Source: an optimization exercise on an open RTL-to-GDS flow (aim: small area and a short achievable clock period). Production flows keep margins and buffers that such runs may drop.
For this run, only the layout was checked, not whether the RTL still works.
Power is estimated from default activity; no workload was simulated.

`design/flow/design.v`:
```
package riscv_pipe_pkg;
	typedef logic [32-1:0] word_t;
	typedef logic [5-1:0] reg_addr_t;
	localparam logic [6:0] OPC_OP     = 7'b0110011;	 
	localparam logic [6:0] OPC_OP_IMM = 7'b0010011;	 
	localparam logic [6:0] OPC_LUI    = 7'b0110111;
endpackage
module reg_file (
	input  logic                      clk,
	input  logic                      reset,
	input  riscv_pipe_pkg::reg_addr_t rs1,
	input  riscv_pipe_pkg::reg_addr_t rs2,
	output riscv_pipe_pkg::word_t     rs1_data,
	output riscv_pipe_pkg::word_t     rs2_data,
	input  logic                      wr_valid,
	input  riscv_pipe_pkg::reg_addr_t wr_rd,
	input  riscv_pipe_pkg::word_t     wr_data
);
	riscv_pipe_pkg::word_t regs [1:32-1];
	logic [32-1:1] written;
	logic [32-1:1] we;
	logic [32-1:1] sel1;
	logic [32-1:1] sel2;
	always_comb begin
		for (int k = 1; k < 32; k++) begin
			we[k]   = wr_valid && (wr_rd == k);
			sel1[k] = written[k] && (rs1 == k);
			sel2[k] = written[k] && (rs2 == k);
		end
	end
	always_ff @(posedge clk) begin
		if (reset) begin
			written <= '0;
		end else begin
			written <= written | we;
		end
	end
	always_ff @(posedge clk) begin
		for (int k = 1; k < 32; k++) begin
			if (we[k]) begin
				regs[k] <= wr_data;
			end
		end
	end
	always_comb begin
		rs1_data = '0;
		rs2_data = '0;
		for (int k = 1; k < 32; k++) begin
			rs1_data = rs1_data | ({32{sel1[k]}} & regs[k]);
			rs2_data = rs2_data | ({32{sel2[k]}} & regs[k]);
		end
	end
endmodule
module alu (
	input  riscv_pipe_pkg::word_t a,
	input  riscv_pipe_pkg::word_t b,
	input  logic                  sub,	 
	input  logic                  arith,	 
	input  logic                  sel_add,
	input  logic                  sel_slt,
	input  logic                  sel_sltu,
	input  logic                  sel_xor,
	input  logic                  sel_or,
	input  logic                  sel_and,
	input  logic                  sel_sr,
	input  logic                  sel_sl,
	output riscv_pipe_pkg::word_t result
);
	logic [32+1:0]    t;
	riscv_pipe_pkg::word_t sum;
	logic                cout;
	logic                lt_u;
	logic                lt_s;
	logic [5-1:0] shamt;
	logic [32:0]      sr_ext;
	riscv_pipe_pkg::word_t sr;
	riscv_pipe_pkg::word_t sl;
	assign t     = {1'b0, a, 1'b1} + {1'b0, b ^ {32{sub}}, sub};
	assign sum   = t[32:1];
	assign cout  = t[32+1];
	assign lt_u  = ~cout;
	assign lt_s  = lt_u ^ a[32-1] ^ b[32-1];
	assign shamt = b[5-1:0];
	assign sr_ext = $signed({arith & a[32-1], a}) >>> shamt;
	assign sr     = sr_ext[32-1:0];
	assign sl    = a << shamt;
	assign result = ({32{sel_add}} & sum) |
		({32{sel_xor}} & (a ^ b)) |
		({32{sel_or}}  & (a | b)) |
		({32{sel_and}} & (a & b)) |
		({32{sel_sr}}  & sr) |
		({32{sel_sl}}  & sl) |
		{{(32-1){1'b0}}, (sel_slt & lt_s) | (sel_sltu & lt_u)};
endmodule
module riscv_pipe (
	input  logic        clk,
	input  logic        reset,
	input  logic        instr_valid,
	input  logic [31:0] instr,
	output logic        wb_valid,
	output logic [4:0]  wb_rd,
	output logic [31:0] wb_data
);
	logic        ir_valid;
	logic [31:0] ir;
	logic        id_valid;
	logic [31:7] id_ir;	 
	logic        id_lui;	 
	logic        id_imm;
	logic        ex_valid;
	logic [4:0]  ex_rd;
	riscv_pipe_pkg::word_t ex_a;
	riscv_pipe_pkg::word_t ex_b;
	logic        ex_sub, ex_arith;
	logic        ex_sel_add, ex_sel_slt, ex_sel_sltu, ex_sel_xor;
	logic        ex_sel_or, ex_sel_and, ex_sel_sr, ex_sel_sl;
	riscv_pipe_pkg::word_t alu_result;
	logic        wb_v;
	logic [4:0]  wb_r;
	riscv_pipe_pkg::word_t wb_d;
	always_ff @(posedge clk) begin
		ir_valid <= instr_valid && !reset;
		ir       <= instr;
	end
	logic is_op, is_opimm, is_lui, legal;
	always_comb begin
		is_op    = ir[6:0] == riscv_pipe_pkg::OPC_OP;
		is_opimm = ir[6:0] == riscv_pipe_pkg::OPC_OP_IMM;
		is_lui   = ir[6:0] == riscv_pipe_pkg::OPC_LUI;
		legal    = 1'b0;
		if (is_op) begin
			legal = (ir[31:25] == 7'b0000000) ||
				(ir[31:25] == 7'b0100000 && (ir[14:12] == 3'b000 || ir[14:12] == 3'b101));
		end else if (is_opimm) begin
			case (ir[14:12])
				3'b001:  legal = ir[31:25] == 7'b0000000;
				3'b101:  legal = ir[31:25] == 7'b0000000 || ir[31:25] == 7'b0100000;
				default: legal = 1'b1;
			endcase
		end else if (is_lui) begin
			legal = 1'b1;
		end
	end
	always_ff @(posedge clk) begin
		id_valid <= ir_valid && legal && !reset;
		id_ir    <= ir[31:7];
		id_lui   <= is_lui;
		id_imm   <= !is_op;
	end
	logic [4:0] id_rs1, id_rs2, id_rd;
	logic [2:0] id_f3;
	assign id_rs1 = id_ir[19:15];
	assign id_rs2 = id_ir[24:20];
	assign id_rd  = id_ir[11:7];
	assign id_f3  = id_ir[14:12];
	riscv_pipe_pkg::word_t rf1, rf2;
	reg_file u_reg_file (
		.clk      (clk),
		.reset    (reset),
		.rs1      (id_rs1),
		.rs2      (id_rs2),
		.rs1_data (rf1),
		.rs2_data (rf2),
		.wr_valid (wb_v),
		.wr_rd    (wb_r),
		.wr_data  (wb_d)
	);
	logic fwd1_a, fwd1_b, fwd2_a, fwd2_b;
	assign fwd1_a = ex_valid && ex_rd != '0 && ex_rd == id_rs1 && !id_lui;
	assign fwd1_b = ex_valid && ex_rd != '0 && ex_rd == id_rs2 && !id_imm;
	assign fwd2_a = wb_v && wb_r != '0 && wb_r == id_rs1;
	assign fwd2_b = wb_v && wb_r != '0 && wb_r == id_rs2;
	riscv_pipe_pkg::word_t imm, a_rf, b_rf;
	assign imm  = id_lui ? {id_ir[31:12], 12'b0} : {{20{id_ir[31]}}, id_ir[31:20]};
	assign a_rf = id_lui ? '0 : (fwd2_a ? wb_d : rf1);
	assign b_rf = id_imm ? imm : (fwd2_b ? wb_d : rf2);
	logic alt;
	assign alt = id_ir[30] && (!id_imm || id_f3 == 3'b101);
	always_ff @(posedge clk) begin
		ex_valid    <= id_valid && !reset;
		ex_rd       <= id_rd;
		ex_a        <= fwd1_a ? alu_result : a_rf;
		ex_b        <= fwd1_b ? alu_result : b_rf;
		ex_sub      <= !id_lui && (id_f3 == 3'b010 || id_f3 == 3'b011 || (id_f3 == 3'b000 && alt));
		ex_arith    <= alt;
		ex_sel_add  <= !id_lui && id_f3 == 3'b000;
		ex_sel_slt  <= !id_lui && id_f3 == 3'b010;
		ex_sel_sltu <= !id_lui && id_f3 == 3'b011;
		ex_sel_xor  <= !id_lui && id_f3 == 3'b100;
		ex_sel_or   <= id_lui || id_f3 == 3'b110;
		ex_sel_and  <= !id_lui && id_f3 == 3'b111;
		ex_sel_sr   <= !id_lui && id_f3 == 3'b101;
		ex_sel_sl   <= !id_lui && id_f3 == 3'b001;
	end
	alu u_alu (
		.a        (ex_a),
		.b        (ex_b),
		.sub      (ex_sub),
		.arith    (ex_arith),
		.sel_add  (ex_sel_add),
		.sel_slt  (ex_sel_slt),
		.sel_sltu (ex_sel_sltu),
		.sel_xor  (ex_sel_xor),
		.sel_or   (ex_sel_or),
		.sel_and  (ex_sel_and),
		.sel_sr   (ex_sel_sr),
		.sel_sl   (ex_sel_sl),
		.result   (alu_result)
	);
	always_ff @(posedge clk) begin
		wb_v <= ex_valid && !reset;
		wb_r <= ex_rd;
		wb_d <= alu_result;
	end
	assign wb_valid = wb_v;
	assign wb_rd    = wb_r;
	assign wb_data  = wb_d;
endmodule
```
`design/flow/run.sh`:
```
#!/bin/bash
# synth_recipe.tcl (not shown) runs the flow's synth.tcl, then flattens the netlist and writes it again
# the make line also repeats each setting of config.mk as NAME=value (left out here)
make -C /OpenROAD-flow-scripts/flow DESIGN_CONFIG=/design/flow/config.mk WORK_HOME=/design/flow/orfs CLKGATE_MAP_FILE= SYNTH_SCRIPT=/design/flow/synth_recipe.tcl finish
```
`design/flow/config.mk`:
```
export PLATFORM = sky130hd
export DESIGN_NAME = riscv_pipe
export DESIGN_NICKNAME = riscv_pipe
export VERILOG_FILES = /design/flow/design.v
export SDC_FILE = /design/flow/constraint.sdc
export NUM_CORES = 4
export LEC_CHECK = 0
export CAP_MARGIN = 20
export CORE_MARGIN = 2
export CORE_UTILIZATION = 40
export SLEW_MARGIN = 20
```
`design/flow/constraint.sdc`:
```
create_clock -name core_clock -period 6.5 [get_ports {clk}]
set_input_delay 1.3000 -clock core_clock [delete_from_list [all_inputs] [get_ports {clk}]]
set_output_delay 1.3000 -clock core_clock [all_outputs]
set_load 0.01 [all_outputs]
```
==> summary.txt <==
power breakdown:
part	leakage [nW]	internal [W]	switching [W]
clock network	1.93	0.00389	0.00320
registers	10.9	0.00848	0.000118
logic	9.71	0.000228	0.000503
total	22.5	0.0126	0.00382
cell type report:
| cell class | instances | area [um^2] | share of cell area |
|---|---|---|---|
| antenna | 4 | 10.0 | 0.000158 |
| clock buffer | 145 | 3210 | 0.0508 |
| clock inverter | 78 | 718 | 0.0114 |
| inverter | 109 | 409 | 0.00647 |
| multi-input combinational | 2844 | 20200 | 0.320 |
| sequential | 1202 | 34000 | 0.538 |
| tap | 1794 | 2240 | 0.0355 |
| timing repair buffer | 277 | 2370 | 0.0376 |
worst min path at each step:
stage	start	endpoint
floorplan	id_ir[7]	ex_rd[0]
global placement	ir[11]	id_ir[11]
detailed placement	id_ir[7]	ex_rd[0]
CTS	ir[9]	id_ir[9]
global route	id_ir[7]	ex_rd[0]
finish	ir[11]	id_ir[11]
cell families (layout without fill, tap and decap cells):
group           Yosys count  in the layout  synth area share
compound gates         1409           1409             0.187
flops                  1202           1202             0.610
simple gates           1137           1137            0.0964
buf+inv                 482            609            0.0342
mux                     131            131            0.0392
fa+ha+maj                97             97            0.0218
xor+xnor                 70             70            0.0110
other cells               0              4                 0
state kept, by name (all words and copies together), names as in the netlist, 5 cells and up:
signal              cells
ir                     32
ex_rd                   5
ex_b                   32
u_reg_file.regs       992
ex_a                   32
u_reg_file.written     31
wb_d                   32
id_ir                  25
wb_r                    5
metal layers:
layer  up-vias  GRT usage  part of all wire
met5         -    0.00412           0.00066
met4        10      0.254             0.090
met3      1534      0.170              0.18
met2      5430      0.526              0.40
met1     23058      0.452              0.33
li1      18122          -                 -
synthesized netlist by cell type (48+ instances only):
master	number	area [um^2]
edfxtp_1	992	29800
nand4_1	49	307
a222oi_1	64	641
dfxtp_1	210	4200
nor2_1	260	976
nor3_1	116	581
o21ai_0	101	505
xor2_1	48	420
inv_1	108	405
clkbuf_1	324	1220
a21oi_1	89	445
a22oi_1	894	6710
mux4_2	58	1310
nand3_1	102	510
ha_1	97	1210
nand2_1	404	1520
worst max-delay path, stage by stage (launching register included):
cell	delay [ps]
dfxtp_1	960
and3b_1	360
and4b_2	890
buf_4	520
buf_4	320
a222oi_1	120
nand3_1	90
nor3_1	50
a31oi_1	880
a221oi_1	280
a21oi_1	210
metrics by stage:
stage	utilization	hold slack (ps)	worst slack, ps
global placement	0.429	314	2270
floorplan	-	310	3070
detailed placement	0.430	314	2270
global route	0.458	335	1870
finish	0.459	327	1730
CTS	0.458	330	2260
==> flow_summary.ini <==
[global_route]
track_usage = 0.372
grt_pass1_wl_um = 365000
antenna_found_initial = 11
grt_pass1_vias = 44231
grt_max_degree = 53
grt_overflow = 0

[worst_setup_path]
crit_path_end = ex_b[6]
arrival_ps = 5450
reg2reg_slack_ps = 1730
crit_path_end_kind = register
r2r_end = ex_b[6]
ff2ff_path_depth = 10
path_max_fanout = 15
critical_path_class = register to register
r2r-start = id_ir[22]
cp-start-kind = register
crit_start = id_ir[22]
crit_required_ps = 7180

[finish]
fin_area_um2 = 63200
fin_cells = 6453
drive_gt1_frac = 0.129
area_growth_pct = 13.4
final_cell_mix = edfxtp_1, a22oi_1, nand2_1
num-fill-cells = 12349
layout_commonest_cell = edfxtp_1
num-nets-final = 4685

[die]
pin_count = 73
die_area_um2 = 142000
rows = 136
die_h_um = 377
die_x_um = 377
start_util = 0.404
core_area_um2 = 138000

[timing]
worst_pin_slew_ps = 1320
relSlewSlack = 0.116
period_share = 0.734
hold_viol = 0
fmax_mhz = 210
tns_ps = 0
fin_crit_ps = 4770
final_max_slew_viol_count = 0
fin_skew_ps = 42.9
setup_viol = 0
rsz0062_at_grt = no

[synth]
synthFlopType = edfxtp_1
synth_seq_cells = 1202
synth_nets = 4660
synthArstFlopShare = 0
yosys.cell_types.count = 86
synth.avg_cell_area_um2 = 12.3
ys_seq_area_frac = 0.610
ys_warn_count = 3
syn_inst = 4528
syn_area_um2 = 55700
synth_edf_count = 992

[placement]
dp_hpwl_um = 160000
numPortBuffers = 72
gp_congestion = 0.999
dpl_cell_area_um2 = 59200
dp_cells = 6226

[clock_tree]
holdBufCountCts = 0
cts-buffers-inserted = 119
cts_resized = 0
htreeDepth = 3
cts_tree = built
clk_pin_slew_ps = 70
clkSinkCount = 1202
insertion_delay_ps = 750
cts_buffer_depth = 3
cts_root_buf = clkbuf_16
postCtsSetupRepairBufs = 0

[routing]
drt_iter0_drc = 12215
drt_pass1_iterations = 12
wl_um = 273000
drc_errors = 0
wl_per_cell_um = 42.3
ant_nets = 0
viasPerCell = 7.46
via_count = 48154

[power_and_ir_drop]
p_total_w = 0.0164
ir_worst_vdd_uv = 230
power_density_nw_per_um2 = 260
p_leak_nw = 22.5

[min_path]
hp-class = register to register
min_path_cells = 0

[status]
status = timing/DRC/antenna clean

[run]
max_cap_viol_count = 0

-- what the ideal ports hide --
In the flow no input, the clock included, has a driving cell. The finished layout below was timed again as built, in two steps. Step 1: set_driving_cell puts a clkbuf_16 on clk and a buf_2 on each other input, an assumption about the parent block. Step 2 times the ports against the registers' clock, not the clock port: input delays grow and output delays shrink by t, the midpoint of the rising clock arrivals with the driver on. Three values: no drivers, after step 1, after step 2; two values: the first two.
shift t [ns]: 0.814
setup WS [ns]: 1.732 / 1.732 / 1.732
latest minus earliest clock arrival (ns): 0.056 / 0.055
worst slew at a driven data input, ns: 0.04
After both steps setup and hold are still met in this run. For this run, drivers alone change the setup slack by 0.000 ns; drivers and shift together by 0.000 ns.
